Background: an optimization exercise with open tools, aiming at small area, a short achievable clock period and few clock cycles per item. Do not read the settings as production practice.
At most, simulation tests tie the RTL to the original design; equivalence was not proved.
The RTL of run 3 was laid out without a check of its function.
Power is estimated from default activity; no workload was simulated.

==> flow/design.v, too long to show whole: its modules and the start of the top module <==
// module des_sbox1: 630 lines
// module des_sbox2: 676 lines
// module des_sbox3: 612 lines
// module des_sbox4: 630 lines
// module des_sbox5: 750 lines
// module des_sbox6: 716 lines
// module des_sbox7: 606 lines
// module des_sbox8: 684 lines
// module des_core: 95 lines
module des_core (
  input  logic            clk,
  input  logic            rst,
  input  logic            start,
  input  logic            decrypt,
  input  des_pkg::block_t block_in,
  input  des_pkg::block_t key_in,
  output logic            busy,
  output logic            done,
  output des_pkg::block_t block_out
);
  // ...
==> flow/flow/run.sh <==
#!/bin/bash
# Own flow: the standard layout (standard.sh) with three changes.
#  - Synthesis: ABC maps for area (area.abc: strash; dch -f; map -a) in place of
#    ORFS's speed script, which sizes every gate up for a 5.5 ps target (the
#    SDC period in ns read as ps). repair_timing sizes the real critical paths
#    after placement instead.
#  - Synthesis: Yosys's adder extraction is skipped, so the XORs stay with ABC.
#  - Placement: the port buffers are buf_1 instead of the resizer's own pick.
# Registers, their names and cells are those of the standard synthesis.
# Each tool's full output is in orfs/logs/; make's own output in flow_make.log.
set -euo pipefail
W=$(pwd)
F=$W/flow
cat > "$W/own_synth.tcl" <<EOT
proc abc {args} {
  set i [lsearch \$args -script]
  if {\$i >= 0} { lset args [expr {\$i + 1}] $F/area.abc }
  yosys abc {*}\$args
}
proc extract_fa {args} { puts "own flow: adder extraction skipped" }
source $W/synth_recipe.tcl
EOT
bash "$W/standard.sh" SYNTH_SCRIPT="$W/own_synth.tcl" \
  "BUFFER_PORTS_ARGS=-buffer_cell sky130_fd_sc_hd__buf_1" finish > "$W/flow_make.log" 2>&1
==> flow/flow/area.abc <==
strash
dch -f
map -a
==> flow/standard.sh <==
#!/bin/bash
# synth_recipe.tcl (not shown) runs the flow's synth.tcl, then flattens the netlist and writes it again
# the make line also repeats each setting of config.mk as NAME=value (left out here)
make -C /OpenROAD-flow-scripts/flow DESIGN_CONFIG=/design/flow/config.mk WORK_HOME=/design/flow/orfs CLKGATE_MAP_FILE= SYNTH_SCRIPT=/design/flow/synth_recipe.tcl "${@:-finish}"
==> flow/config.mk <==
export PLATFORM = sky130hd
export DESIGN_NAME = des_core
export DESIGN_NICKNAME = des_core
export VERILOG_FILES = /design/flow/design.v
export SDC_FILE = /design/flow/constraint.sdc
export NUM_CORES = 4
export LEC_CHECK = 0
export CAP_MARGIN = 20
export CORE_MARGIN = 2
export CORE_UTILIZATION = 55
export CTS_BUF_LIST = sky130_fd_sc_hd__clkbuf_4 sky130_fd_sc_hd__clkbuf_8
export SETUP_SLACK_MARGIN = 3.1
export SLEW_MARGIN = 20
==> flow/constraint.sdc <==
create_clock -name core_clock -period 5.5 [get_ports {clk}]
set_input_delay 1.1000 -clock core_clock [delete_from_list [all_inputs] [get_ports {clk}]]
set_output_delay 1.1000 -clock core_clock [all_outputs]
set_load 0.01 [all_outputs]
==> results by group, run 1 <==
Status
  • Status: timing/DRC/antenna clean

Drt
  • Uppermost layer routed: met4
  • Metal3 WL: 2.23 mm
  • WL met1: around 12 mm

Global routing
  • GRT busiest layer: met2
  • First-pass GRT wire length: 44.4 mm
  • Initial antenna violation count: 0
  • GRT Total Usage: 33.1%

STA
  • Max_slew headroom: slightly below 40%
  • RSZ-0062 raised after global routing: yes
  • Slew Limit Fails: 0

Worst setup path
  • Setup CP Type: reg -> reg
  • Worst EP required: 5840 ps
  • Depth of the most critical reg-to-reg path: 11
  • CP arrival: roughly 2800 ps

Synthesis
  • Cell with the most instances after synthesis: nor2_1
  • Multiplexer share of the synthesized area: 5.58%
  • YS warnings: 1
  • Top-area cell type share of the netlist area: between 20 and 30%
  • Cell taking the most area after synthesis: dfxtp_1
  • Post-synthesis sequential area ratio: 29.0%
  • Main combinational cell family by area after synthesis: simple AND/OR/NAND/NOR gates

Place
  • Placed cell areas: slightly below 10000 um2

Hold path
  • Hold Path Origin: r_q[31]$_DFF_P_

Cells and area
  • Nets: 1823
  • Design area: approximately 12000 um2
  • Buffering overhead: around 11%

Floorplan
  • Rows: 46
  • Die area: between 15000 and 20000 um2
Testbench counts, summed over its fixed seeds: cycles 34,824, blocks 2,048.
==> run 2: changes to the inputs <==
--- a/flow/config.mk
+++ b/flow/config.mk
@@ -9,5 +9,5 @@
 export CORE_MARGIN = 2
 export CORE_UTILIZATION = 55
 export CTS_BUF_LIST = sky130_fd_sc_hd__clkbuf_4 sky130_fd_sc_hd__clkbuf_8
-export SETUP_SLACK_MARGIN = 3.1
+export SETUP_SLACK_MARGIN = 3.5
 export SLEW_MARGIN = 20
==> results by group, run 2 <==
Status
  • Status: aborted with a tool error
  • Stopping stage: global routing
  • Error msg: [ERROR GRT-0232] Routing congestion too high. Check the congestion heatmap in the GUI.

Synthesis
  • Post-synthesis compound-gate area fraction: around 25%
  • Syn_nets: about 1600
  • Multiplexer share of the synthesized area: 5.58% (unchanged)
  • Post-synthesis sequential area ratio: 29.0% (unchanged)
  • Synth area leaders: dfxtp_1 (29%), nor2_1 (15%), o21ai_0 (13%)
  • Ys async rst share: 0%
  • Xor and xnor area share after synthesis: around 5.5%
  • Number of synthesized flops with an enable pin: 1
  • Top-area cell type share of the netlist area: 28.7% (unchanged)
  • Main combinational cell family by area after synthesis: simple AND/OR/NAND/NOR gates
  • Synth unique cells: 35
  • Top FF cell, synth: dfxtp_1
  • Seq cells post-synth: about 130
  • Post-Synth Adder-Cell Area: 0%
  • YS warnings: 1 (unchanged)
  • Syn Area/Cell: a little over 6 um2
  • Cell with the most instances after synthesis: nor2_1
  • Mapped Area: 8790 um2
  • Post-Synth Simple-Gate Area: between 20% and 30%
  • Cells after synthesis: 1425
  • Post-synth top cells: nor2_1 (362), nand2_1 (224), o21ai_0 (224), clkinv_1 (160), dfxtp_1 (126)
  • Cell taking the most area after synthesis: dfxtp_1

Floorplan
  • Die Wd: between 100 and 150 um
  • IO Pins: 198
  • Die height: approximately 130 um
  • Rows: 46 (unchanged)
  • Starting utilization of the core area: 55.8%

Place
  • Placer Congestion: approximately 0.96
  • Post-DP HPWL: ~21 mm
  • Place WS: 2220 ps
  • PortBufs: 189
  • Placed cell areas: 10200 um2 (+3.6%)

Clock tree
  • Hold_buf cts: 0
  • CTS H-Tree Depth: 4
  • Num CTS Buffers: 17
  • Max clock buf depth: 2
  • CTS Root Cell: clkbuf_8
  • Clock sinks: 127

STA
  • GR repair worst EP: r_q[9]$_DFF_P_/D
  • Worst EP Category: register input

Global routing
  • Largest net degree at the start of global routing: between 100 and 150
  • GRT Total Usage: 80.9%
  • GRT overflow: 177
run 2: cell counts after synthesis:
Identical to the previous run, type by type.
run 2: worst max path at each step:
stage                           start               to  cells after the start
CTS                    r_q[5]$_DFF_P_  r_q[31]$_DFF_P_                     16
detailed placement  busy_q$_SDFF_PP0_  c_q[28]$_DFF_P_                      6
global placement    busy_q$_SDFF_PP0_  c_q[28]$_DFF_P_                      6
floorplan           busy_q$_SDFF_PP0_  c_q[10]$_DFF_P_                      8
run 2: per-layer routing:
layer,track usage (%),overflow
met1,76.6,2
met2,99.5,99
met3,65.4,1
met4,89.5,75
met5,25.3,0
run 2: what timing repair did:
action,CTS
pin swaps,141
resized for setup,579
setup buffers,124
setup endpoints to repair,169
gates cloned,7
run 2: per-stage QoR:
step                      TNS [ps]  instances  utilization (%)
after CTS                        0       2000             87.0
after detailed placement         0       1837             64.8
after global placement           0       1837             64.8
after floorplan             -99460       1425                -
run 2: logic make-up after synthesis:
logic type,after synthesis
compound gates,402
xor+xnor,55
buf+inv,160
flops,127
mux,49
simple gates,632
run 2: power groups by stage:
stage | Combinational, W | Sequential [W] | Clock [W]
CTS | 0.00634 | 0.00158 | 0.00101
floorplan | 0.00317 | 0.00150 | 0
detailed placement | 0.00425 | 0.00149 | 0
global placement | 0.00423 | 0.00149 | 0
==> module des_core, before the edit <==
module des_core (
  input  logic            clk,
  input  logic            rst,
  input  logic            start,
  input  logic            decrypt,
  input  des_pkg::block_t block_in,
  input  des_pkg::block_t key_in,
  output logic            busy,
  output logic            done,
  output des_pkg::block_t block_out
);
  logic        busy_q;
  logic        done_q;
  logic [3:0]  cnt_q;
  logic        dec_q;
  logic [1:32] l_q, r_q;
  logic [1:28] c_q, d_q;
  always_ff @(posedge clk) begin
    if (rst) begin
      busy_q <= 1'b0;
      done_q <= 1'b0;
      cnt_q  <= 4'd0;
    end else begin
      done_q <= busy_q && (cnt_q == 4'd15);
      if (!busy_q) begin
        cnt_q <= 4'd0;
        if (start) busy_q <= 1'b1;
      end else begin
        cnt_q <= cnt_q + 4'd1;
        if (cnt_q == 4'd15) busy_q <= 1'b0;
      end
    end
  end
  always_ff @(posedge clk) begin
    if (!busy_q) dec_q <= decrypt;
  end
  assign busy = busy_q;
  assign done = done_q;
  logic [1:56] pc1_k;
  logic [1:28] c_src, d_src, c_nxt, d_nxt;
  logic        rot_left, rot_two;
  always_comb begin
    for (int i = 1; i <= 56; i++) pc1_k[i] = key_in[des_pkg::PC1_AT(i)];
  end
  assign c_src = busy_q ? c_q : {pc1_k[28], pc1_k[1:27]};
  assign d_src = busy_q ? d_q : {pc1_k[56], pc1_k[29:55]};
  assign rot_left = busy_q ? !dec_q : 1'b1;
  assign rot_two  = busy_q ? !(cnt_q == 4'd0 || cnt_q == 4'd7 || cnt_q == 4'd14) : !decrypt;
  always_comb begin
    if (rot_left) begin
      c_nxt = rot_two ? {c_src[3:28], c_src[1:2]} : {c_src[2:28], c_src[1]};
      d_nxt = rot_two ? {d_src[3:28], d_src[1:2]} : {d_src[2:28], d_src[1]};
    end else begin
      c_nxt = rot_two ? {c_src[27:28], c_src[1:26]} : {c_src[28], c_src[1:27]};
      d_nxt = rot_two ? {d_src[27:28], d_src[1:26]} : {d_src[28], d_src[1:27]};
    end
  end
  always_ff @(posedge clk) begin
    c_q <= c_nxt;
    d_q <= d_nxt;
  end
  logic [1:56] cd;
  logic [1:48] subkey, x_mix;
  logic [1:32] s_out, f_out;
  assign cd = {c_q, d_q};
  always_comb begin
    for (int i = 1; i <= 48; i++) begin
      subkey[i] = cd[des_pkg::PC2_AT(i)];
      x_mix[i]  = r_q[des_pkg::E_AT(i)] ^ subkey[i];
    end
  end
  des_sbox1 u_s1 (.x(x_mix[ 1: 6]), .y(s_out[ 1: 4]));
  des_sbox2 u_s2 (.x(x_mix[ 7:12]), .y(s_out[ 5: 8]));
  des_sbox3 u_s3 (.x(x_mix[13:18]), .y(s_out[ 9:12]));
  des_sbox4 u_s4 (.x(x_mix[19:24]), .y(s_out[13:16]));
  des_sbox5 u_s5 (.x(x_mix[25:30]), .y(s_out[17:20]));
  des_sbox6 u_s6 (.x(x_mix[31:36]), .y(s_out[21:24]));
  des_sbox7 u_s7 (.x(x_mix[37:42]), .y(s_out[25:28]));
  des_sbox8 u_s8 (.x(x_mix[43:48]), .y(s_out[29:32]));
  always_comb begin
    for (int i = 1; i <= 32; i++) f_out[i] = s_out[des_pkg::P_AT(i)];
  end
  logic [1:64] ip_blk, pre_out;
  always_comb begin
    for (int i = 1; i <= 64; i++) ip_blk[i] = block_in[des_pkg::IP_AT(i)];
  end
  always_ff @(posedge clk) begin
    l_q <= busy_q ? r_q : ip_blk[1:32];
    r_q <= (busy_q ? l_q : ip_blk[33:64]) ^ (f_out & {32{busy_q}});
  end
  assign pre_out = {r_q, l_q};
  always_comb begin
    for (int i = 1; i <= 64; i++) block_out[i] = pre_out[des_pkg::FP_AT(i)];
  end
endmodule
==> run 3: changes to the inputs <==
==> flow/design.v (replaced) <==
`timescale 1ns/1ps
package des_pkg;
  typedef enum logic [1:0] {IDLE, ROUND, DONE} ctrl_state_e;
  typedef enum logic {MODE_ENC, MODE_DEC} des_mode_e;
  typedef logic [1:64]  block_t;
  typedef logic [1:32]   half_t;
  typedef logic [1:48] subkey_t;
  typedef logic [5-1:0] round_t;
  localparam logic [511:0] IP_TAB_P = {
    256'h3a322a221a120a023c342c241c140c043e362e261e160e064038302820181008,
    256'h39312921191109013b332b231b130b033d352d251d150d053f372f271f170f07};
  function automatic int IP_AT(input int i);
    IP_AT = IP_TAB_P[(64 - i) * 8 +: 8];
  endfunction
  localparam logic [511:0] FP_TAB_P = {
    256'h280830103818402027072f0f37173f1f26062e0e36163e1e25052d0d35153d1d,
    256'h24042c0c34143c1c23032b0b33133b1b22022a0a32123a1a2101290931113919};
  function automatic int FP_AT(input int i);
    FP_AT = FP_TAB_P[(64 - i) * 8 +: 8];
  endfunction
  localparam logic [383:0] E_TAB_P = {
    256'h20010203040504050607080908090a0b0c0d0c0d0e0f10111011121314151415,
    128'h1617181918191a1b1c1d1c1d1e1f2001};
  function automatic int E_AT(input int i);
    E_AT = E_TAB_P[(48 - i) * 8 +: 8];
  endfunction
  localparam logic [255:0] P_TAB_P = {
    256'h100714151d0c1c11010f171a05121f0a0208180e201b0309130d1e06160b0419};
  function automatic int P_AT(input int i);
    P_AT = P_TAB_P[(32 - i) * 8 +: 8];
  endfunction
  localparam logic [447:0] PC1_TAB_P = {
    256'h39312921191109013a322a221a120a023b332b231b130b033c342c243f372f27,
    192'h1f170f073e362e261e160e063d352d251d150d051c140c04};
  function automatic int PC1_AT(input int i);
    PC1_AT = PC1_TAB_P[(56 - i) * 8 +: 8];
  endfunction
  localparam logic [383:0] PC2_TAB_P = {
    256'h0e110b180105031c0f06150a17130c041a0810071b140d0229341f252f371e28,
    128'h332d21302c31273822352e2a32241d20};
  function automatic int PC2_AT(input int i);
    PC2_AT = PC2_TAB_P[(48 - i) * 8 +: 8];
  endfunction
  localparam logic [2047:0] SBOX_TAB_P = {
    256'he4d12fb83a6c59070f74e2d1a6cb953841e8d62bfc973a50fc8249175b3ea06d,
    256'hf18e6b34972dc05a3d47f28ec01a69b50e7ba4d158c6932fd8a13f42b67c05e9,
    256'ha09e63f51dc7b428d709346a285ecbf1d6498f30b12c5ae71ad069874fe3b52c,
    256'h7de3069a1285bc4fd8b56f03472c1ae9a690cb7df13e52843f06a1d8945bc72e,
    256'h2c417ab6853fd0e9eb2c47d150fa3986421bad78f9c5630eb8c71e2d6f09a453,
    256'hc1af92680d34e75baf427c9561de0b389ef528c3704a1db6432c95fabe17608d,
    256'h4b2ef08d3c975a61d0b7491ae35c2f8614bdc37eaf6805926bd814a7950fe23c,
    256'hd2846fb1a93e50c71fd8a374c56b0e927b419ce206adf35821e74a8dfc90356b};
  function automatic logic [3:0] SBOX_AT(input int box, input logic [5:0] idx);
    SBOX_AT = SBOX_TAB_P[(511 - ((box - 1) * 64 + idx)) * 4 +: 4];
  endfunction
  localparam logic [31:0] SHIFT_TAB_P = 32'b01_01_10_10_10_10_10_10_01_10_10_10_10_10_10_01;
  function automatic logic [1:0] SHIFT_AT(input int i);
    SHIFT_AT = SHIFT_TAB_P[(16 - i) * 2 +: 2];
  endfunction
endpackage
`timescale 1ns/1ps
`timescale 1ns/1ps
`timescale 1ns/1ps
`timescale 1ns/1ps
`timescale 1ns/1ps
module des_core (
  input  logic            clk,
  input  logic            rst,
  input  logic            start,
  input  logic            decrypt,
  input  des_pkg::block_t block_in,
  input  des_pkg::block_t key_in,
  output logic            busy,
  output logic            done,
  output des_pkg::block_t block_out
);
  logic        busy_q;
  logic        done_q;
  logic [3:0]  cnt_q;
  logic        dec_q;
  logic [1:32] l_q, r_q;
  logic [1:28] c_q, d_q;
  always_ff @(posedge clk) begin
    if (rst) begin
      busy_q <= 1'b0;
      done_q <= 1'b0;
      cnt_q  <= 4'd0;
    end else begin
      done_q <= busy_q && (cnt_q == 4'd15);
      if (!busy_q) begin
        cnt_q <= 4'd0;
        if (start) busy_q <= 1'b1;
      end else begin
        cnt_q <= cnt_q + 4'd1;
        if (cnt_q == 4'd15) busy_q <= 1'b0;
      end
    end
  end
  always_ff @(posedge clk) begin
    if (!busy_q) dec_q <= decrypt;
  end
  assign busy = busy_q;
  assign done = done_q;
  logic [1:56] pc1_k;
  logic [1:28] c_src, d_src, c_nxt, d_nxt;
  logic        rot_left, rot_two;
  always_comb begin
    for (int i = 1; i <= 56; i++) pc1_k[i] = key_in[des_pkg::PC1_AT(i)];
  end
  assign c_src = busy_q ? c_q : {pc1_k[28], pc1_k[1:27]};
  assign d_src = busy_q ? d_q : {pc1_k[56], pc1_k[29:55]};
  assign rot_left = busy_q ? !dec_q : 1'b1;
  assign rot_two  = busy_q ? !(cnt_q == 4'd0 || cnt_q == 4'd7 || cnt_q == 4'd14) : !decrypt;
  always_comb begin
    if (rot_left) begin
      c_nxt = rot_two ? {c_src[3:28], c_src[1:2]} : {c_src[2:28], c_src[1]};
      d_nxt = rot_two ? {d_src[3:28], d_src[1:2]} : {d_src[2:28], d_src[1]};
    end else begin
      c_nxt = rot_two ? {c_src[27:28], c_src[1:26]} : {c_src[28], c_src[1:27]};
      d_nxt = rot_two ? {d_src[27:28], d_src[1:26]} : {d_src[28], d_src[1:27]};
    end
  end
  always_ff @(posedge clk) begin
    c_q <= c_nxt;
    d_q <= d_nxt;
  end
  logic [1:56] cd;
  logic [1:48] subkey, x_mix;
  logic [1:32] s_out, f_out;
  assign cd = {c_q, d_q};
  always_comb begin
    for (int i = 1; i <= 48; i++) begin
      subkey[i] = cd[des_pkg::PC2_AT(i)];
      x_mix[i]  = r_q[des_pkg::E_AT(i)] ^ subkey[i];
    end
  end
  always_comb begin : sbox_lookup
    logic [5:0] grp;
    for (int s = 0; s < 8; s++) begin
      grp = x_mix[6*s+1 +: 6];
      s_out[4*s+1 +: 4] = des_pkg::SBOX_AT(s+1, {grp[5], grp[0], grp[4:1]});
    end
  end
  always_comb begin
    for (int i = 1; i <= 32; i++) f_out[i] = s_out[des_pkg::P_AT(i)];
  end
  logic [1:64] ip_blk, pre_out;
  always_comb begin
    for (int i = 1; i <= 64; i++) ip_blk[i] = block_in[des_pkg::IP_AT(i)];
  end
  always_ff @(posedge clk) begin
    if (!busy_q) begin
      l_q <= ip_blk[1:32];
      r_q <= ip_blk[33:64];
    end else begin
      l_q <= r_q;
      r_q <= l_q ^ f_out;
    end
  end
  assign pre_out = {r_q, l_q};
  always_comb begin
    for (int i = 1; i <= 64; i++) block_out[i] = pre_out[des_pkg::FP_AT(i)];
  end
endmodule
==> flow/run.sh (new file) <==
#!/bin/bash
# synth_recipe.tcl (not shown) runs the flow's synth.tcl, then flattens the netlist and writes it again
# the make line also repeats each setting of config.mk as NAME=value (left out here)
make -C /OpenROAD-flow-scripts/flow DESIGN_CONFIG=/design/flow/config.mk WORK_HOME=/design/flow/orfs CLKGATE_MAP_FILE= SYNTH_SCRIPT=/design/flow/synth_recipe.tcl finish
--- a/flow/config.mk
+++ b/flow/config.mk
@@ -7,7 +7,5 @@
 export LEC_CHECK = 0
 export CAP_MARGIN = 20
 export CORE_MARGIN = 2
-export CORE_UTILIZATION = 55
-export CTS_BUF_LIST = sky130_fd_sc_hd__clkbuf_4 sky130_fd_sc_hd__clkbuf_8
-export SETUP_SLACK_MARGIN = 3.5
+export CORE_UTILIZATION = 40
 export SLEW_MARGIN = 20
removed: flow/flow/run.sh
removed: flow/flow/area.abc
removed: flow/standard.sh
==> results by group, run 3 <==
Job
  • # Max-Cap Violations: 0

Global routing
  • GRT overflow: 0
  • Largest net degree at the start of global routing: 115
  • Initial antenna violation count: 1
  • Met3 usage: under 10%
  • Vias in the first global route: 9359
  • GRT busiest layer: met2
  • GR Util met1: between 30% and 40%
  • GRT Total Usage: 22.6%
  • First-pass GRT wire length: slightly above 50 mm
  • Met2 Usage GRT: between 30% and 40%

Worst setup path
  • Critical path cell sequence: xor2_1, inv_1, ha_1, mux4_2, nor2_1, a311oi_1, a31oi_1, xnor2_1, mux2_2
  • CP startpoint kind: register
  • CP Capture Type: register
  • Critical path's slowest cell: xor2_1
  • Worst path bufs/invs: 1
  • CP Max Fanout: 13
  • Setup CP Type: reg -> reg
  • Worst EP required: 5820 ps
  • Slowest stage delay, CP: 810 ps
  • CP arrival: between 3000 and 4000 ps
  • Family with the most delay on the worst path: XOR/XNOR gates

Floorplan
  • Die height: 169 um (+30%)
  • IO Pins: 198 (unchanged)
  • Die Wd: 169 um (+30%)
  • Core box area: roughly 27000 um2
  • Die area: ~29000 um2
  • Rows: 60 (+30%)
  • Starting utilization of the core area: 40.6% (-15 points)

Place
  • Post-DP HPWL: 23.8 mm (+12%)
  • Inst Count DP: 1631 (-11%)
  • PortBufs: 189 (unchanged)
  • Placer Congestion: 0.889 (-7.3%)
  • Place WS: 2000 ps (-216 ps)

STA
  • Final period util: ~64%
  • Setup TNS: 0 ps
  • Final Hold Fails: 0
  • Max_slew headroom: 26.0%
  • Slew Limit Fails: 0
  • Final WS setup: between 1500 and 2000 ps
  • Final setup fails: 0
  • Final min period: about 3500 ps
  • Slew @ Worst Pin: approximately 1100 ps
  • Max Freq: between 200 and 300 MHz
  • Clock skew: ~13 ps
  • RSZ-0062 raised after global routing: no

Clock tree
  • CTS resizes: 0 (-100%)
  • CTS H-Tree Depth: 4 (unchanged)
  • Clock sinks: 127 (unchanged)
  • Max clock buf depth: 2 (unchanged)
  • CTS tree: done
  • Postcts setup bufs: 0 (-100%)
  • Clk pin slew, worst setup/hold paths: around 60 ps
  • Hold_buf cts: 0 (unchanged)
  • CTS Root Cell: clkbuf_16
  • Num CTS Buffers: 17 (unchanged)
  • Clock latency (worst-skew pair): 430 ps

Cells and area
  • Fraction of layout cells with a size suffix above 1: between 10% and 20%
  • FILL cells: approximately 2500
  • Non-filler instance count after layout: 1665
  • Biggest regs: l_q x32, r_q x32
  • Area grow syn2layout: 23.4%
  • Nets: between 1500 and 2000
  • Most frequent cells in the layout: clkdlybuf4s50_1 (189), dfxtp_1 (125), a222oi_1 (107)
  • Commonest non-fill, non-tap cell in the layout: clkdlybuf4s50_1

Drt
  • Number of iterations in the first detailed-routing pass: 13
  • Drc violations: 0
  • Routed Antenna Nets: 0
  • Routed WL per cell: 20.0 um
  • DR iter-0 viols: ~1500
  • Via count: approximately 10000
  • Via/cell ratio: around 6
  • Final WL: 33.3 mm

Synthesis
  • Top FF cell, synth: dfxtp_1
  • Synth unique cells: 68 (+94%)
  • Post-synth top cells: dfxtp_1 (126), a222oi_1 (107), mux2i_1 (83), nor2_1 (80), clkbuf_1 (79)
  • YS warnings: 1 (unchanged)
  • Ys async rst share: 0% (unchanged)
  • Top-area cell type share of the netlist area: 23.1% (-5.5 points)
  • Cells after synthesis: 1202 (-16%)
  • Number of synthesized flops with an enable pin: 1 (unchanged)
  • Syn Area/Cell: 9.07 um2 (+47%)
  • Synth area leaders: dfxtp_1 (23%), a222oi_1 (9.8%), mux2i_1 (7.6%)
  • Seq cells post-synth: 127 (unchanged)
  • Syn_nets: 1399 (-10%)
  • Mapped Area: 10900 um2 (+24%)
  • Cell taking the most area after synthesis: dfxtp_1
  • Post-synthesis sequential area ratio: 23.4% (-5.6 points)
  • Cell with the most instances after synthesis: dfxtp_1

Power
  • Total Power: between 0.009 and 0.01 W
  • Leakage: 5.04 nW
  • PwrDens: between 700 and 800 nW/um2
  • Max VDD drop: ~280 uV

Hold path
  • Hold crit path type: reg -> reg

Status
  • Status: timing/DRC/antenna clean
[run 3: cell count changes after synthesis, sizes merged, moves of 31 or more]
cell | before | now
nor2 | 362 | 80
o21ai | 224 | 39
nand2 | 224 | 61
clkinv | 160 | 2
a222oi | 0 | 107
clkbuf | 0 | 93
ha | 0 | 65
mux2 | 0 | 53
a21oi | 99 | 56
xnor2 | 28 | 71
inv | 0 | 38
mux2i | 49 | 83
xor2 | 27 | 58
[run 3: final timing paths]
kind / from / to / slack, ps / depth (start not counted)
worst max-delay path: r_q[24]$_DFF_P_ / r_q[19]$_DFF_P_ / 1970 / 9
worst min-delay path: cnt_q[0]$_SDFF_PP0_ / cnt_q[0]$_SDFF_PP0_ / 470 / 1
worst max register to register: r_q[24]$_DFF_P_ / r_q[19]$_DFF_P_ / 1970 / 9
worst min register to register: cnt_q[0]$_SDFF_PP0_ / cnt_q[0]$_SDFF_PP0_ / 470 / 1
[run 3: where the power goes]
part / switching, W / internal [W] / total, W
Combinational: 0.00373 / 0.00305 / 0.00678
Sequential: 0.000497 / 0.00118 / 0.00168
Clock: 0.000479 / 0.000641 / 0.00112
[run 3: layout make-up]
class	instances	area, um2	area share, %
multi-input combinational	913	7660	57.0
sequential	127	2560	19.0
timing repair buffer	211	2070	15.4
clock buffer	18	439	3.27
tap	341	427	3.17
inverter	40	153	1.14
clock inverter	14	136	1.01
antenna	1	2.50	0.0186
[run 3: logic make-up (layout without fill, tap and decap cells)]
kind of cell | Yosys count | after routing | synth area share, %
AOI/OAI and AO/OA | 343 | 343 | 24.5
and+or+nand+nor | 217 | 217 | 8.67
buffers and inverters | 162 | 283 | 6.61
muxes | 159 | 159 | 18.0
xor gates and xnor gates | 129 | 129 | 11.4
DFF | 127 | 127 | 23.4
adders and majority gates | 65 | 65 | 7.46
other | 0 | 1 | 0
[run 3: through the flow]
stage                     instance area, um2  hold WS, ps  util (%)
after floorplan                        10900          430         -
after global placement                 12800          446      47.8
after detailed placement               12800          456      47.8
after CTS                              13400          471      49.9
after global routing                   13400          499      50.0
final                                  13400          465      50.0
[run 3: layer usage]
layer,vias to the layer above,wire [um]
met5,-,0
met4,0,527
met3,29,2650
met2,449,14900
met1,4933,15200
li1,4865,-
==> run 4: changes to the inputs <==
--- a/flow/design.v
+++ b/flow/design.v
@@ -149,13 +149,8 @@
     for (int i = 1; i <= 64; i++) ip_blk[i] = block_in[des_pkg::IP_AT(i)];
   end
   always_ff @(posedge clk) begin
-    if (!busy_q) begin
-      l_q <= ip_blk[1:32];
-      r_q <= ip_blk[33:64];
-    end else begin
-      l_q <= r_q;
-      r_q <= l_q ^ f_out;
-    end
+    l_q <= busy_q ? r_q : ip_blk[1:32];
+    r_q <= (busy_q ? l_q : ip_blk[33:64]) ^ (f_out & {32{busy_q}});
   end
   assign pre_out = {r_q, l_q};
   always_comb begin
==> flow/flow/run.sh (new file) <==
#!/bin/bash
# Own flow: the standard layout (standard.sh) with three changes.
#  - Synthesis: ABC maps for area (area.abc: strash; dch -f; map -a) in place of
#    ORFS's speed script, which sizes every gate up for a 5.5 ps target (the
#    SDC period in ns read as ps). repair_timing sizes the real critical paths
#    after placement instead.
#  - Synthesis: Yosys's adder extraction is skipped, so the XORs stay with ABC.
#  - Placement: the port buffers are buf_1 instead of the resizer's own pick.
# Registers, their names and cells are those of the standard synthesis.
# Each tool's full output is in orfs/logs/; make's own output in flow_make.log.
set -euo pipefail
W=$(pwd)
F=$W/flow
cat > "$W/own_synth.tcl" <<EOT
proc abc {args} {
  set i [lsearch \$args -script]
  if {\$i >= 0} { lset args [expr {\$i + 1}] $F/area.abc }
  yosys abc {*}\$args
}
proc extract_fa {args} { puts "own flow: adder extraction skipped" }
source $W/synth_recipe.tcl
EOT
bash "$W/standard.sh" SYNTH_SCRIPT="$W/own_synth.tcl" \
  "BUFFER_PORTS_ARGS=-buffer_cell sky130_fd_sc_hd__buf_1" finish > "$W/flow_make.log" 2>&1
==> flow/flow/area.abc (new file) <==
strash
dch -f
map -a
==> flow/standard.sh (new file) <==
#!/bin/bash
# synth_recipe.tcl (not shown) runs the flow's synth.tcl, then flattens the netlist and writes it again
# the make line also repeats each setting of config.mk as NAME=value (left out here)
make -C /OpenROAD-flow-scripts/flow DESIGN_CONFIG=/design/flow/config.mk WORK_HOME=/design/flow/orfs CLKGATE_MAP_FILE= SYNTH_SCRIPT=/design/flow/synth_recipe.tcl "${@:-finish}"
--- a/flow/config.mk
+++ b/flow/config.mk
@@ -7,5 +7,7 @@
 export LEC_CHECK = 0
 export CAP_MARGIN = 20
 export CORE_MARGIN = 2
-export CORE_UTILIZATION = 40
+export CORE_UTILIZATION = 55
+export CTS_BUF_LIST = sky130_fd_sc_hd__clkbuf_4 sky130_fd_sc_hd__clkbuf_8
+export SETUP_SLACK_MARGIN = 3.4
 export SLEW_MARGIN = 20
removed: flow/run.sh
==> results by group, run 4 <==
Status
  • Status: timing/DRC/antenna clean

Cells and area
  • Final Util: 75.8% (+26 points)
  • Area grow syn2layout: 34.8%
  • Biggest regs: l_q x32, r_q x32
  • FILL cells: 1286 (-50%)
  • Fraction of layout cells with a size suffix above 1: 20.6% (+9.1 points)
  • Area occupied by multi-input gates: 6610 um2 (-14%)
  • Nets: 1886 (+25%)
  • Most frequent cells in the layout: nand2_1 (399), nor2_1 (219), buf_1 (145)
  • Commonest non-fill, non-tap cell in the layout: nand2_1
  • FF+latch area: 2650 um2 (+3.6%)
  • Diodes inserted: 0 (-1)

Global routing
  • First-pass GRT wire length: 47.4 mm (-8.1%)
  • GRT overflow: 0 (unchanged)
  • Vias in the first global route: 9612 (+2.7%)
  • Largest net degree at the start of global routing: 113 (-1.7%)
  • GRT Total Usage: 33.6% (+11 points)
  • Initial antenna violation count: 0 (-1)

Clock tree
  • Clk pin slew, worst setup/hold paths: 80 ps (+20 ps)
  • CTS Root Cell: clkbuf_8
  • CTS H-Tree Depth: 4 (unchanged)
  • Clock sinks: 127 (unchanged)
  • CTS tree: done
  • Hold_buf cts: 0 (unchanged)
  • Clock latency (worst-skew pair): 470 ps (+40 ps)
  • Max clock buf depth: 2 (unchanged)
  • Num CTS Buffers: 17 (unchanged)

Drt
  • Number of iterations in the first detailed-routing pass: 8 (-5)
  • Via/cell ratio: 5.85 (-5.2%)
  • Routed WL per cell: 16.1 um (-20%)
  • DR iter-0 viols: 1179 (-22%)
  • Routed Antenna Nets: 0 (unchanged)
  • Via count: 11592 (+13%)
  • Final WL: 31.9 mm (-4.2%)
  • Drc violations: 0 (unchanged)

Synthesis
  • Seq cells post-synth: 127 (unchanged)
  • Synth area leaders: dfxtp_1 (28%), nand2_1 (18%), nor2_1 (11%)
  • Synth unique cells: 31 (-54%)
  • Post-synth top cells: nand2_1 (439), nor2_1 (266), clkinv_1 (150), a21oi_1 (131), dfxtp_1 (126)
  • Syn Area/Cell: 6.03 um2 (-34%)
  • Mapped Area: 8940 um2 (-18%)
  • Top FF cell, synth: dfxtp_1
  • YS warnings: 1 (unchanged)
  • Top-area cell type share of the netlist area: 28.2% (+5.1 points)
  • Number of synthesized flops with an enable pin: 1 (unchanged)
  • Cells after synthesis: 1483 (+23%)
  • Cell taking the most area after synthesis: dfxtp_1
  • Cell with the most instances after synthesis: nand2_1
  • Syn_nets: 1615 (+15%)
  • Post-synthesis sequential area ratio: 28.6% (+5.1 points)
  • Ys async rst share: 0% (unchanged)

Worst setup path
  • CP arrival: 2470 ps (-1380 ps)
  • Slowest stage delay, CP: 380 ps (-430 ps)
  • R2R Path Start: r_q[4]$_DFF_P_
  • FF-to-FF End: r_q[23]$_DFF_P_
  • CP Max Fanout: 4 (-9)
  • Worst reg2reg setup slack: 3370 ps (+1400 ps)
  • Critical path's slowest cell: dfxtp_4
  • CP startpoint kind: register
  • CP Capture Type: register
  • Depth of the most critical reg-to-reg path: 12 (+3)
  • Worst EP required: 5840 ps (+20 ps)
  • Critical path cell sequence: clkinv_1, nand2_1, nand2_4, clkinv_2, nor2_4, nor2_4, nor2_1, nor2_1, o21ai_0, o211ai_1, nand3_1, xor2_1
  • Worst path bufs/invs: 2 (+1)
  • Family with the most delay on the worst path: simple AND/OR/NAND/NOR gates
  • Setup CP Type: reg -> reg

STA
  • Max Freq: 469 MHz (+66%)
  • Max_slew headroom: 50.1% (+24 points)
  • Slew Limit Fails: 0 (unchanged)
  • Final min period: 2130 ps (-1400 ps)
  • RSZ-0062 raised after global routing: yes
  • Setup TNS: 0 ps (unchanged)
  • Clock skew: 14.7 ps (+1.68 ps)
  • Slew @ Worst Pin: 743 ps (-367 ps)
  • Final period util: 38.7% (-25 points)
  • Final setup fails: 0 (unchanged)
  • Final Hold Fails: 0 (unchanged)

Floorplan
  • Die height: 131 um (-22%)
  • Die Wd: 131 um (-22%)
  • IO Pins: 198 (unchanged)
  • Starting utilization of the core area: 56.3% (+16 points)
  • Core box area: 15900 um2 (-41%)
  • Rows: 46 (-23%)
  • Die area: 17300 um2 (-40%)

Power
  • Leakage: 5.15 nW (+2.1%)
  • Max VDD drop: 373 uV (+32%)
  • PwrDens: 658 nW/um2 (-7.7%)

Hold path
  • Worst hold path depth: 1 (unchanged)
  • WHS Endpoint: cnt_q[0]$_SDFF_PP0_
  • Hold Path Origin: cnt_q[0]$_SDFF_PP0_
  • Hold crit path type: reg -> reg

Place
  • Placer Congestion: 0.971 (+9.3%)
  • Post-DP HPWL: 20.7 mm (-13%)
  • PortBufs: 189 (unchanged)

Job
  • # Max-Cap Violations: 0 (unchanged)
run 4: cell types whose count changed after synthesis, moves of 34 or more:
cell	before	now
inv_1	34	0
a222oi_1	107	0
ha_1	65	0
xnor2_1	67	25
a21oi_1	56	131
nor2_1	80	266
clkinv_1	2	150
mux2_2	52	0
mux2i_1	83	32
nand2_1	61	439
clkbuf_1	79	0
o21ai_0	35	79
a31oi_1	14	64
run 4: worst max-delay path by stage:
stage                            endpoint  cells after the start         startpoint  slack [ps]
after floorplan           c_q[10]$_DFF_P_                      4  busy_q$_SDFF_PP0_         930
after global placement    d_q[22]$_DFF_P_                      9            decrypt        2150
after detailed placement  d_q[22]$_DFF_P_                      9            decrypt        2130
after CTS                 r_q[28]$_DFF_P_                      8     r_q[5]$_DFF_P_        3350
after global routing       r_q[9]$_DFF_P_                     12    c_q[11]$_DFF_P_        3290
final                     r_q[23]$_DFF_P_                     12     r_q[4]$_DFF_P_        3370
run 4: metal layers:
layer / share of wire [%] / wire length, um / global-route usage [%]
met5: 0 / 0 / 0
met4: 2.8 / 893 / 11.1
met3: 12 / 3750 / 7.45
met2: 45 / 14300 / 51.8
met1: 41 / 12900 / 46.6
run 4: stage by stage:
step	instances	worst slack, ps	hold WS, ps	total power, W	area, um2
global route	1982	3290	438	0.00850	12000
detailed placement	1893	2130	436	0.00557	10000
finish	1982	3370	427	0.00793	12000
CTS	1946	3350	453	0.00699	11200
floorplan	1483	935	417	0.00454	8990
global placement	1893	2150	429	0.00558	10000
run 4: cell type report:
type | count | area share [%]
clock buffer | 18 | 2.00
tap | 216 | 2.24
inverter | 150 | 5.54
timing repair inverter | 1 | 0.0935
timing repair buffer | 251 | 11.9
sequential | 127 | 22.0
clock inverter | 13 | 1.38
multi-input combinational | 1206 | 54.9
run 4: logic make-up (layout without fill, tap and decap cells):
group           Yosys count  count (layout)  share of synthesized area, %
buf+inv                 150             433                          6.30
compound gates          340             340                          22.2
mux                      32              32                          3.58
simple gates            774             774                          33.5
flops                   127             127                          28.6
xor+xnor                 60              60                          5.88
run 4: report_power, final:
part           switching, W  internal (W)  total [W]
sequential         0.000295       0.00125    0.00154
clock              0.000410      0.000452   0.000862
combinational       0.00349       0.00204    0.00552
total               0.00419       0.00374    0.00793
run 4: worst reg2reg max path: stages (launching register included):
cell and delay [ps]:
dfxtp_4 380, clkinv_1 110, nand2_1 120, nand2_4 90, clkinv_2 100, nor2_4 60
nor2_4 170, nor2_1 70, nor2_1 190, o21ai_0 140, o211ai_1 250, nand3_1 180
xor2_1 170
run 4: repair_timing:
action | in CTS | in global routing
gates cloned | 2 | 1
buffers inserted | 20 | 35
endpoints found under the setup margin | 120 | 121
pin swaps | 21 | 47
resized for setup | 198 | 182
endpoints found under the hold margin | 0 | 0
Testbench counts of run 4, summed over its fixed seeds: cycles 34,824, blocks 2,048.
==> run 5: changes to the inputs <==
--- a/flow/config.mk
+++ b/flow/config.mk
@@ -9,5 +9,5 @@
 export CORE_MARGIN = 2
 export CORE_UTILIZATION = 55
 export CTS_BUF_LIST = sky130_fd_sc_hd__clkbuf_4 sky130_fd_sc_hd__clkbuf_8
-export SETUP_SLACK_MARGIN = 3.4
+export SETUP_SLACK_MARGIN = 3.3
 export SLEW_MARGIN = 20
==> results by group, run 5 <==
Clock tree
  • Clk pin slew, worst setup/hold paths: 80 ps (about the same)
  • Clock latency (worst-skew pair): 450 ps (-20 ps)
  • Hold_buf cts: 0 (unchanged)
  • CTS H-Tree Depth: 4 (unchanged)
  • Num CTS Buffers: 17 (unchanged)
  • CTS tree: done
  • CTS Root Cell: clkbuf_8
  • Max clock buf depth: 2 (unchanged)
  • Clock sinks: 127 (unchanged)

Global routing
  • Initial antenna violation count: 0 (unchanged)
  • GRT Total Usage: 33.9% (+0.30 points)
  • GRT overflow: 0 (unchanged)
  • Vias in the first global route: 9574 (-0.40%)
  • Largest net degree at the start of global routing: 91 (-19%)
  • First-pass GRT wire length: 47.7 mm (+0.68%)

Cells and area
  • Diodes inserted: 0 (unchanged)
  • Biggest regs: l_q x32, r_q x32
  • Fraction of layout cells with a size suffix above 1: 14.0% (-6.6 points)
  • Area occupied by multi-input gates: 6480 um2 (-2.0%)
  • Commonest non-fill, non-tap cell in the layout: nand2_1
  • FF+latch area: 2610 um2 (-1.3%)
  • Area grow syn2layout: 28.6%
  • Nets: 1863 (-1.2%)
  • Design area: 11500 um2 (-4.5%)
  • Non-filler instance count after layout: 1960 (-1.1%)
  • Final Util: 72.4% (-3.4 points)
  • FILL cells: 1438 (+12%)
  • Most frequent cells in the layout: nand2_1 (406), nor2_1 (229), buf_1 (189)

STA
  • Final Hold Fails: 0 (unchanged)
  • RSZ-0062 raised after global routing: yes
  • Final WS setup: 3320 ps (-52.5 ps)
  • Slew Limit Fails: 0 (unchanged)
  • Final period util: 39.7% (+0.95 points)
  • Clock skew: 12.1 ps (-2.59 ps)
  • Max_slew headroom: 41.4% (-8.7 points)
  • Final setup fails: 0 (unchanged)
  • Setup TNS: 0 ps (unchanged)
  • Final min period: 2180 ps (+52.5 ps)
  • Max Freq: 458 MHz (-2.4%)
  • Slew @ Worst Pin: 872 ps (+129 ps)

Synthesis
  • Cells after synthesis: 1483 (unchanged)
  • Syn_nets: 1615 (unchanged)
  • Post-Synth Adder-Cell Area: 0% (unchanged)
  • Syn Area/Cell: 6.03 um2 (unchanged)
  • Synth area leaders: dfxtp_1 (28%), nand2_1 (18%), nor2_1 (11%)
  • Seq cells post-synth: 127 (unchanged)
  • Number of synthesized flops with an enable pin: 1 (unchanged)
  • Top FF cell, synth: dfxtp_1
  • Ys async rst share: 0% (unchanged)
  • Cell with the most instances after synthesis: nand2_1
  • Cell taking the most area after synthesis: dfxtp_1
  • Main combinational cell family by area after synthesis: simple AND/OR/NAND/NOR gates
  • Multiplexer share of the synthesized area: 3.58% (unchanged)
  • Post-synthesis compound-gate area fraction: 22.2% (unchanged)
  • Synth unique cells: 31 (unchanged)
  • Mapped Area: 8940 um2 (unchanged)
  • Post-synth top cells: nand2_1 (439), nor2_1 (266), clkinv_1 (150), a21oi_1 (131), dfxtp_1 (126)
  • Post-Synth Simple-Gate Area: 33.5% (unchanged)
  • Xor and xnor area share after synthesis: 5.88% (unchanged)
  • Top-area cell type share of the netlist area: 28.2% (unchanged)
  • YS warnings: 1 (unchanged)
  • Post-synthesis sequential area ratio: 28.6% (unchanged)

Status
  • Status: timing/DRC/antenna clean

Drt
  • Routed WL per cell: 16.1 um (about the same)
  • Routed Antenna Nets: 0 (unchanged)
  • Final WL: 31.5 mm (-1.1%)
  • Via count: 11256 (-2.9%)
  • Number of iterations in the first detailed-routing pass: 6 (-2)
  • DR iter-0 viols: 1261 (+7.0%)
  • Via/cell ratio: 5.74 (-1.8%)
  • Drc violations: 0 (unchanged)

Worst setup path
  • Worst path bufs/invs: 1 (-1)
  • CP startpoint kind: register
  • Worst EP required: 4400 ps (-1440 ps)
  • CP arrival: 1080 ps (-1390 ps)
  • Critical path cell sequence: buf_1
  • Slowest stage delay, CP: 450 ps (+70 ps)
  • CP Capture Type: output port
  • Critical path's slowest cell: dfxtp_2
  • Setup CP Type: reg -> out
  • CP Max Fanout: 4 (unchanged)
  • Family with the most delay on the worst path: flip-flops

Floorplan
  • Starting utilization of the core area: 56.3% (unchanged)
  • Core box area: 15900 um2 (unchanged)
  • IO Pins: 198 (unchanged)
  • Rows: 46 (unchanged)
  • Die height: 131 um (unchanged)
  • Die area: 17300 um2 (unchanged)
  • Die Wd: 131 um (unchanged)

Place
  • Placer Congestion: 0.983 (+1.2%)
  • PortBufs: 189 (unchanged)
  • Place WS: 2200 ps (+70.2 ps)
  • Post-DP HPWL: 21.2 mm (+2.5%)
  • Placed cell areas: 10000 um2 (-0.14%)
  • Inst Count DP: 1894 (+0.053%)

Job
  • # Max-Cap Violations: 0 (unchanged)

Power
  • Comb pwr share: 68.1% (-1.6 points)
  • Clock power frac: 10.9% (about the same)
  • P_sw: 0.00398 W (-5.0%)
  • Sequential power share: 21.0% (+1.5 points)
  • Max VDD drop: 343 uV (-8.2%)
  • Pint: 0.00336 W (-9.9%)
  • PwrDens: 639 nW/um2 (-2.9%)
  • Net Sw Frac: 54.2% (+1.3 points)
  • Leakage: 4.81 nW (-6.6%)

Hold path
  • Hold crit path type: reg -> reg
==> run 5: path summary, 6_finish.rpt <==
path | slack, ps | start | cells after the start | end
max | 3320 | r_q[25]$_DFF_P_ | 1 | block_out[64]
min | 450 | cnt_q[0]$_SDFF_PP0_ | 1 | cnt_q[0]$_SDFF_PP0_
max reg2reg | 3370 | r_q[28]$_DFF_P_ | 11 | r_q[12]$_DFF_P_
min reg2reg | 450 | cnt_q[0]$_SDFF_PP0_ | 1 | cnt_q[0]$_SDFF_PP0_
==> run 5: power by group through the flow <==
stage / Sequential, W / Combinational [W] / Clock, W
CTS: 0.00150 / 0.00446 / 0.000807
global placement: 0.00147 / 0.00413 / 0
floorplan: 0.00149 / 0.00304 / 0
global route: 0.00158 / 0.00549 / 0.000842
detailed placement: 0.00148 / 0.00411 / 0
finish: 0.00155 / 0.00500 / 0.000798
==> run 5: through the flow <==
stage	hold WS, ps	total power, W
after floorplan	417	0.00453
after global placement	426	0.00560
after detailed placement	435	0.00559
after CTS	451	0.00677
after global routing	481	0.00791
final	453	0.00735
==> run 5: layout make-up <==
type / count / share of cell area (%)
multi-input cells: 1208 / 56.3
flip-flops and latches: 127 / 22.7
repair buffers: 226 / 9.69
inverters: 150 / 5.54
well taps: 216 / 2.35
clock buffers: 20 / 2.23
clock inverters: 12 / 1.04
repair inverters: 1 / 0.0979
==> run 5: layer usage <==
layer  GRT usage (%)  up-vias  wire length [um]
met5               0        -                 0
met4            10.3        0               810
met3            7.18       82              3440
met2            51.9      715             14000
met1            47.9     4956             13300
li1                -     5503                 -
==> run 5: timing repair <==
action                     4_1_cts  5_1_grt
setup buffers                   12       16
setup endpoints to repair       98       93
pin swaps                       10       26
gates cloned                     4        2
resized for setup              112      127
==> run 5: logic make-up after synthesis <==
group                  Yosys count
flip-flops                     127
multiplexers                    32
buffers and inverters          150
AND/OR/NAND/NOR                774
XOR/XNOR                        60
AO/OA/AOI/OAI                  340
==> run 6: changes to the inputs <==
--- a/flow/config.mk
+++ b/flow/config.mk
@@ -7,7 +7,7 @@
 export LEC_CHECK = 0
 export CAP_MARGIN = 20
 export CORE_MARGIN = 2
-export CORE_UTILIZATION = 55
+export CORE_UTILIZATION = 62
 export CTS_BUF_LIST = sky130_fd_sc_hd__clkbuf_4 sky130_fd_sc_hd__clkbuf_8
 export SETUP_SLACK_MARGIN = 3.3
 export SLEW_MARGIN = 20
==> results by group, run 6 <==
Cells and area
  • Nets: 1867 (+0.21%)
  • Diodes inserted: 0 (unchanged)
  • Most frequent cells in the layout: nand2_1 (404), nor2_1 (227), buf_1 (187)
  • Area grow syn2layout: 29.3%
  • Commonest non-fill, non-tap cell in the layout: nand2_1
  • Fraction of layout cells with a size suffix above 1: 14.4% (+0.43 points)
  • FILL cells: 970 (-33%)
  • Final Util: 82.7% (+10 points)
  • Biggest regs: l_q x32, r_q x32

Synthesis
  • Syn Area/Cell: 6.03 um2 (unchanged)
  • Top-area cell type share of the netlist area: 28.2% (unchanged)
  • Number of synthesized flops with an enable pin: 1 (unchanged)
  • Mapped Area: 8940 um2 (unchanged)
  • Cells after synthesis: 1483 (unchanged)
  • Cell with the most instances after synthesis: nand2_1
  • Ys async rst share: 0% (unchanged)
  • Synth unique cells: 31 (unchanged)
  • Synth area leaders: dfxtp_1 (28%), nand2_1 (18%), nor2_1 (11%)
  • Seq cells post-synth: 127 (unchanged)
  • Syn_nets: 1615 (unchanged)
  • Post-synthesis sequential area ratio: 28.6% (unchanged)
  • Top FF cell, synth: dfxtp_1
  • YS warnings: 1 (unchanged)
  • Cell taking the most area after synthesis: dfxtp_1
  • Post-synth top cells: nand2_1 (439), nor2_1 (266), clkinv_1 (150), a21oi_1 (131), dfxtp_1 (126)

Floorplan
  • Core box area: 14000 um2 (-12%)
  • Starting utilization of the core area: 63.9% (+7.6 points)
  • Die Wd: 124 um (-5.6%)
  • Die area: 15400 um2 (-11%)
  • IO Pins: 198 (unchanged)
  • Rows: 43 (-6.5%)
  • Die height: 124 um (-5.6%)

Power
  • Comb pwr share: 68.1% (about the same)
  • Sequential power share: 20.4% (-0.6 points)
  • Clock power frac: 11.5% (+0.6 points)
  • Total Power: 0.00753 W (+2.5%)
  • Pint: 0.00344 W (+2.3%)
  • Leakage: 4.89 nW (+1.6%)
  • Net Sw Frac: 54.3% (+0.079 points)
  • PwrDens: 651 nW/um2 (+1.9%)
  • Max VDD drop: 407 uV (+19%)
  • P_sw: 0.00409 W (+2.6%)

Worst setup path
  • CP arrival: 2630 ps (+1550 ps)
  • Setup CP Type: reg -> reg
  • CP Capture Type: register
  • CP startpoint kind: register
  • Worst EP required: 5890 ps (+1490 ps)
  • CP Max Fanout: 7 (+3)

Drt
  • Routed Antenna Nets: 0 (unchanged)
  • Final WL: 33.4 mm (+5.8%)
  • Via count: 11828 (+5.1%)
  • DR iter-0 viols: 1696 (+34%)
  • Routed WL per cell: 17.3 um (+7.6%)
  • Via/cell ratio: 6.13 (+6.8%)
  • Number of iterations in the first detailed-routing pass: 9 (+3)
  • Drc violations: 0 (unchanged)

STA
  • Final WS setup: 3260 ps (-55.7 ps)
  • Clock skew: 14.0 ps (+1.91 ps)
  • Setup TNS: 0 ps (unchanged)
  • Final setup fails: 0 (unchanged)
  • Final Hold Fails: 0 (unchanged)
  • Slew @ Worst Pin: 770 ps (-102 ps)
  • Max Freq: 447 MHz (-2.5%)
  • Final period util: 40.7% (+1.0 points)
  • RSZ-0062 raised after global routing: yes
  • Max_slew headroom: 48.3% (+6.8 points)
  • Final min period: 2240 ps (+55.7 ps)
  • Slew Limit Fails: 0 (unchanged)

Clock tree
  • Max clock buf depth: 2 (unchanged)
  • Clk pin slew, worst setup/hold paths: 90 ps (about the same)
  • CTS Root Cell: clkbuf_8
  • Num CTS Buffers: 17 (unchanged)
  • CTS tree: done
  • Clock sinks: 127 (unchanged)
  • Clock latency (worst-skew pair): 490 ps (+40 ps)
  • CTS H-Tree Depth: 4 (unchanged)

Place
  • PortBufs: 189 (unchanged)
  • Post-DP HPWL: 20.5 mm (-3.5%)
  • Place WS: 2190 ps (-17.9 ps)
  • Placer Congestion: 0.960 (-2.3%)

Global routing
  • Vias in the first global route: 10010 (+4.6%)
  • First-pass GRT wire length: 48.4 mm (+1.5%)
  • Largest net degree at the start of global routing: 102 (+12%)
  • GRT Total Usage: 40.7% (+6.8 points)
  • Initial antenna violation count: 0 (unchanged)
  • GRT overflow: 0 (unchanged)

Status
  • Status: timing/DRC/antenna clean

Hold path
  • Hold crit path type: reg -> reg

Job
  • # Max-Cap Violations: 0 (unchanged)
[run 6: cell counts after synthesis]
No cell type changed its count.
[run 6: power by group through the flow]
| stage | Sequential [W] | Combinational [W] | Clock (W) |
|---|---|---|---|
| after floorplan | 0.00149 | 0.00304 | 0 |
| after global placement | 0.00146 | 0.00406 | 0 |
| after detailed placement | 0.00146 | 0.00409 | 0 |
| after CTS | 0.00149 | 0.00439 | 0.000858 |
| after global routing | 0.00156 | 0.00559 | 0.000904 |
| final | 0.00153 | 0.00513 | 0.000867 |
[run 6: per-stage QoR]
stage | cell area (um2) | cells | hold WS, ps
after floorplan | 8970 | 1483 | 417
after global placement | 9960 | 1857 | 427
after detailed placement | 9960 | 1857 | 434
after CTS | 11000 | 1904 | 450
after global routing | 11600 | 1928 | 477
final | 11600 | 1928 | 452
[run 6: path summary, 6_finish.rpt]
check	startpoint	to	slack, ps	cells after the start
worst max-delay path	r_q[7]$_DFF_P_	r_q[28]$_DFF_P_	3260	14
worst min-delay path	cnt_q[0]$_SDFF_PP0_	cnt_q[0]$_SDFF_PP0_	450	1
worst max register to register	r_q[7]$_DFF_P_	r_q[28]$_DFF_P_	3260	14
worst min register to register	cnt_q[0]$_SDFF_PP0_	cnt_q[0]$_SDFF_PP0_	450	1
[run 6: critical path: stages (launching register included)]
cell	delay (ps)
dfxtp_1	370
inv_2	130
nand2_1	80
nand2_2	130
inv_4	80
nor2_2	100
clkinv_1	100
nand2_2	100
clkinv_1	100
nor2_2	140
clkinv_1	120
nand2_1	90
a21oi_1	80
o221ai_2	270
xor2_1	260
[run 6: what timing repair did]
| action | in CTS | in global routing |
|---|---|---|
| pin swaps | 11 | 17 |
| gates cloned | 8 | 0 |
| gates resized for setup | 99 | 137 |
| setup buffers | 7 | 24 |
| setup endpoints to repair | 98 | 97 |
| hold buffers | 0 | 0 |
[run 6: cells by family (layout without fill, tap and decap cells)]
group	Yosys count	in the layout	share of synthesized area, %
xor+xnor	60	60	5.88
compound gates	340	340	22.2
mux	32	32	3.58
flops	127	127	28.6
buf+inv	150	413	6.30
simple gates	774	776	33.5
[run 6: layout make-up]
cell class / count / area [um2] / share of cell area [%]
inverters: 150 / 643 / 5.56
flip-flops and latches: 127 / 2610 / 22.5
well taps: 180 / 225 / 1.95
repair buffers: 231 / 1220 / 10.6
clock inverters: 14 / 168 / 1.45
multi-input cells: 1208 / 6450 / 55.8
clock buffers: 18 / 248 / 2.14
[run 6: per-layer routing]
metal  global-route usage (%)  vias to the layer above  routed length (um)
met5                        0                        -                   0
met4                     19.5                        0                1560
met3                     8.52                      179                4470
met2                     64.2                      899               14600
met1                     53.1                     5253               12800
li1                         -                     5497                   -
==> run 7: changes to the inputs <==
--- a/flow/flow/run.sh
+++ b/flow/flow/run.sh
@@ -1,6 +1,6 @@
 #!/bin/bash
 # Own flow: the standard layout (standard.sh) with three changes.
-#  - Synthesis: ABC maps for area (area.abc: strash; dch -f; map -a) in place of
+#  - Synthesis: ABC maps for area (area.abc: strash; dch -f; map -a, twice) in place of
 #    ORFS's speed script, which sizes every gate up for a 5.5 ps target (the
 #    SDC period in ns read as ps). repair_timing sizes the real critical paths
 #    after placement instead.
==> flow/flow/area.abc (replaced) <==
strash
dch -f
map -a
strash
dch -f
map -a
--- a/flow/config.mk
+++ b/flow/config.mk
@@ -7,7 +7,7 @@
 export LEC_CHECK = 0
 export CAP_MARGIN = 20
 export CORE_MARGIN = 2
-export CORE_UTILIZATION = 62
+export CORE_UTILIZATION = 50
 export CTS_BUF_LIST = sky130_fd_sc_hd__clkbuf_4 sky130_fd_sc_hd__clkbuf_8
 export SETUP_SLACK_MARGIN = 3.3
 export SLEW_MARGIN = 20
==> results by group, run 7 <==
Synthesis
  • Post-Synth Simple-Gate Area: 27.7% (-5.8 points)
  • Cell taking the most area after synthesis: dfxtp_1
  • Top-area cell type share of the netlist area: 28.6% (+0.35 points)
  • Post-synthesis compound-gate area fraction: 27.7% (+5.6 points)
  • Main combinational cell family by area after synthesis: compound AO/OA/AOI/OAI gates
  • Syn Area/Cell: 6.28 um2 (+4.3%)
  • Cell with the most instances after synthesis: nand2_1
  • Cells after synthesis: 1405 (-5.3%)
  • Synth area leaders: dfxtp_1 (29%), nand2_1 (16%), a21oi_1 (11%)
  • Mapped Area: 8830 um2 (-1.2%)
  • YS warnings: 1 (unchanged)
  • Seq cells post-synth: 127 (unchanged)
  • Ys async rst share: 0% (unchanged)
  • Post-synth top cells: nand2_1 (376), nor2_1 (199), a21oi_1 (187), clkinv_1 (150), dfxtp_1 (126)
  • Multiplexer share of the synthesized area: 3.51% (-0.069 points)
  • Top FF cell, synth: dfxtp_1
  • Post-synthesis sequential area ratio: 28.9% (+0.36 points)
  • Number of synthesized flops with an enable pin: 1 (unchanged)
  • Syn_nets: 1537 (-4.8%)
  • Post-Synth Adder-Cell Area: 0% (unchanged)
  • Synth unique cells: 28 (-9.7%)
  • Xor and xnor area share after synthesis: 5.75% (-0.13 points)

Status
  • Status: timing/DRC/antenna clean

Worst setup path
  • R2R Path Start: r_q[27]$_DFF_P_
  • CP Capture Type: output port
  • Worst EP required: 4400 ps (-1490 ps)
  • Setup crit start: r_q[9]$_DFF_P_
  • FF-to-FF End: r_q[32]$_DFF_P_
  • Worst path bufs/invs: 1 (-4)
  • Family with the most delay on the worst path: flip-flops
  • Worst setup path end: block_out[60]
  • Setup CP Type: reg -> out
  • Critical path cell sequence: buf_1
  • CP arrival: 1090 ps (-1540 ps)
  • Worst reg2reg setup slack: 3340 ps (+80 ps)
  • Slowest stage delay, CP: 450 ps (+80 ps)
  • CP Depth: 1 (-13)
  • CP startpoint kind: register
  • Critical path's slowest cell: dfxtp_2
  • Depth of the most critical reg-to-reg path: 12 (-2)
  • CP Max Fanout: 4 (-3)

STA
  • Final min period: 2190 ps (-52.4 ps)
  • Final setup fails: 0 (unchanged)
  • RSZ-0062 raised after global routing: yes
  • Max_slew headroom: 23.0% (-25 points)
  • Slew Limit Fails: 0 (unchanged)
  • Slew @ Worst Pin: 1150 ps (+384 ps)
  • Max Freq: 457 MHz (+2.4%)
  • Final Hold Fails: 0 (unchanged)
  • Final WS setup: 3310 ps (+52.4 ps)
  • Final period util: 39.7% (-0.95 points)
  • Clock skew: 18.4 ps (+4.38 ps)

Global routing
  • Largest net degree at the start of global routing: 84 (-18%)
  • Met2 Usage GRT: 48.6% (-16 points)
  • GR Util met1: 43.0% (-10 points)
  • GRT Total Usage: 31.5% (-9.2 points)
  • GRT busiest layer: met2
  • First-pass GRT wire length: 46.2 mm (-4.5%)
  • Initial antenna violation count: 0 (unchanged)
  • Vias in the first global route: 9236 (-7.7%)
  • GRT overflow: 0 (unchanged)
  • Met3 usage: 7.22% (-1.3 points)

Place
  • Post-DP HPWL: 21.5 mm (+5.2%)
  • Inst Count DP: 1828 (-1.6%)
  • Placed cell areas: 9970 um2 (+0.15%)
  • PortBufs: 189 (unchanged)
  • Placer Congestion: 0.991 (+3.2%)
  • Place WS: 2410 ps (+225 ps)

Power
  • PwrDens: 631 nW/um2 (-3.1%)
  • Max VDD drop: 273 uV (-33%)
  • Leakage: 4.40 nW (-9.9%)
  • Total Power: 0.00712 W (-5.4%)

Cells and area
  • Nets: 1789 (-4.2%)
  • Final Util: 65.2% (-17 points)
  • Biggest regs: l_q x32, r_q x32
  • Most frequent cells in the layout: nand2_1 (353), buf_1 (189), a21oi_1 (183)
  • Non-filler instance count after layout: 1895 (-1.7%)
  • Commonest non-fill, non-tap cell in the layout: nand2_1
  • Diodes inserted: 0 (unchanged)
  • Fraction of layout cells with a size suffix above 1: 13.8% (-0.64 points)
  • Design area: 11300 um2 (-2.4%)
  • Area grow syn2layout: 27.8%

Floorplan
  • Rows: 48 (+12%)
  • Starting utilization of the core area: 51.0% (-13 points)
  • Die area: 18700 um2 (+22%)
  • Die Wd: 137 um (+10%)
  • Core box area: 17300 um2 (+24%)
  • Die height: 137 um (+10%)
  • IO Pins: 198 (unchanged)

Clock tree
  • CTS Root Cell: clkbuf_8
  • Clk pin slew, worst setup/hold paths: 80 ps (about the same)
  • CTS tree: done
  • Hold_buf cts: 0 (unchanged)
  • Clock sinks: 127 (unchanged)
  • Num CTS Buffers: 17 (unchanged)
  • Max clock buf depth: 2 (unchanged)
  • CTS H-Tree Depth: 4 (unchanged)
  • Clock latency (worst-skew pair): 460 ps (-30 ps)

Hold path
  • Worst hold path depth: 2 (+1)
  • Hold crit path type: reg -> reg

Drt
  • Drc violations: 0 (unchanged)
  • Via count: 11038 (-6.7%)
  • DR iter-0 viols: 1122 (-34%)
  • Final WL: 31.8 mm (-4.8%)
  • Routed Antenna Nets: 0 (unchanged)
  • Number of iterations in the first detailed-routing pass: 6 (-3)
  • Routed WL per cell: 16.8 um (-3.2%)
  • Via/cell ratio: 5.82 (-5.1%)

Job
  • # Max-Cap Violations: 0 (unchanged)
==> run 7: cell count changes after synthesis, moves of 5 or more <==
cell and delta:
nor2_1 -67, nand2_1 -63, a32oi_1 +58, a21oi_1 +56, a31oi_1 -49, o211ai_1 +7
o21ai_0 +7, nand3_1 -6, o311ai_0 -5
==> run 7: metrics by stage <==
stage	hold slack, ps	setup TNS (ps)
floorplan	426	-141670
global placement	446	0
detailed placement	454	0
CTS	475	0
global route	501	0
finish	484	0
==> run 7: power by group <==
part           leakage [nW]  internal [W]  total (W)  switching [W]
combinational          3.12       0.00162    0.00469        0.00307
sequential             1.08       0.00122    0.00153       0.000311
clock                 0.209      0.000462   0.000897       0.000435
total                  4.40       0.00330    0.00712        0.00381
==> run 7: cell type report <==
type,instances,area (um2)
Fill cell,1604,6010
Timing Repair Buffer,230,1080
Tap cell,225,282
Inverter,150,629
Timing Repair inverter,1,8.76
Clock inverter,14,181
Multi-Input combinational cell,1130,6240
Clock buffer,18,241
Sequential cell,127,2620
==> run 7: metal layers <==
layer  wire, um  up-vias
li1           -     5399
met1      13500     4971
met2      14200      598
met3       3240       70
met4        807        0
met5          0        -
==> run 7: cells by family after synthesis <==
kind of cell | Yosys count
buffers and inverters | 150
muxes | 31
xor gates and xnor gates | 58
and+or+nand+nor | 632
DFF | 127
AOI/OAI and AO/OA | 407
==> run 7: worst min path at each step <==
stage | from | endpoint
after floorplan | cnt_q[0]$_SDFF_PP0_ | cnt_q[0]$_SDFF_PP0_
after global placement | cnt_q[0]$_SDFF_PP0_ | cnt_q[0]$_SDFF_PP0_
after detailed placement | cnt_q[0]$_SDFF_PP0_ | cnt_q[0]$_SDFF_PP0_
after CTS | cnt_q[0]$_SDFF_PP0_ | cnt_q[0]$_SDFF_PP0_
after global routing | r_q[2]$_DFF_P_ | l_q[2]$_DFF_P_
final | r_q[2]$_DFF_P_ | l_q[2]$_DFF_P_
==> run 7: repair_timing <==
item	CTS	global route
setup endpoints to repair	98	86
cloned	2	2
buffers inserted	9	22
gates resized for setup	63	142
pin swaps	8	21

what the ideal ports hide:
Ports are ideal in the flow. The routed layouts listed here were re-timed in OpenROAD.
Step 1: set_driving_cell puts a clkbuf_16 on clk and a buf_2 on each other input, an assumption about the parent block.
Step 2 times the ports against the registers' clock, not the clock port: input delays grow and output delays shrink by t, the midpoint of the rising clock arrivals with the driver on.
Slacks: no drivers / after step 1 / after step 2; pairs: no drivers / after step 1.
| run | shift t [ns] | setup WS [ns] | hold WS [ns] |
|---|---|---|---|
| run 1 | 0.504 | 3.034 / 3.034 / 2.961 | 0.480 / 0.480 / 0.480 |
| run 3 | 0.473 | 1.968 / 1.968 / 1.968 | 0.465 / 0.465 / 0.465 |
| run 4 | 0.502 | 3.370 / 3.348 / 3.129 | 0.427 / 0.427 / 0.427 |
| run 5 | 0.485 | 3.317 / 3.278 / 3.076 | 0.453 / 0.453 / 0.453 |
| run 6 | 0.522 | 3.262 / 3.244 / 3.102 | 0.452 / 0.452 / 0.452 |
| run 7 | 0.496 | 3.314 / 3.270 / 2.981 | 0.484 / 0.484 / 0.484 |
After both steps every run listed still meets setup and hold. The setup slack of run 7, which loses most, moves by -0.044 ns with the drivers and by -0.333 ns with both steps.
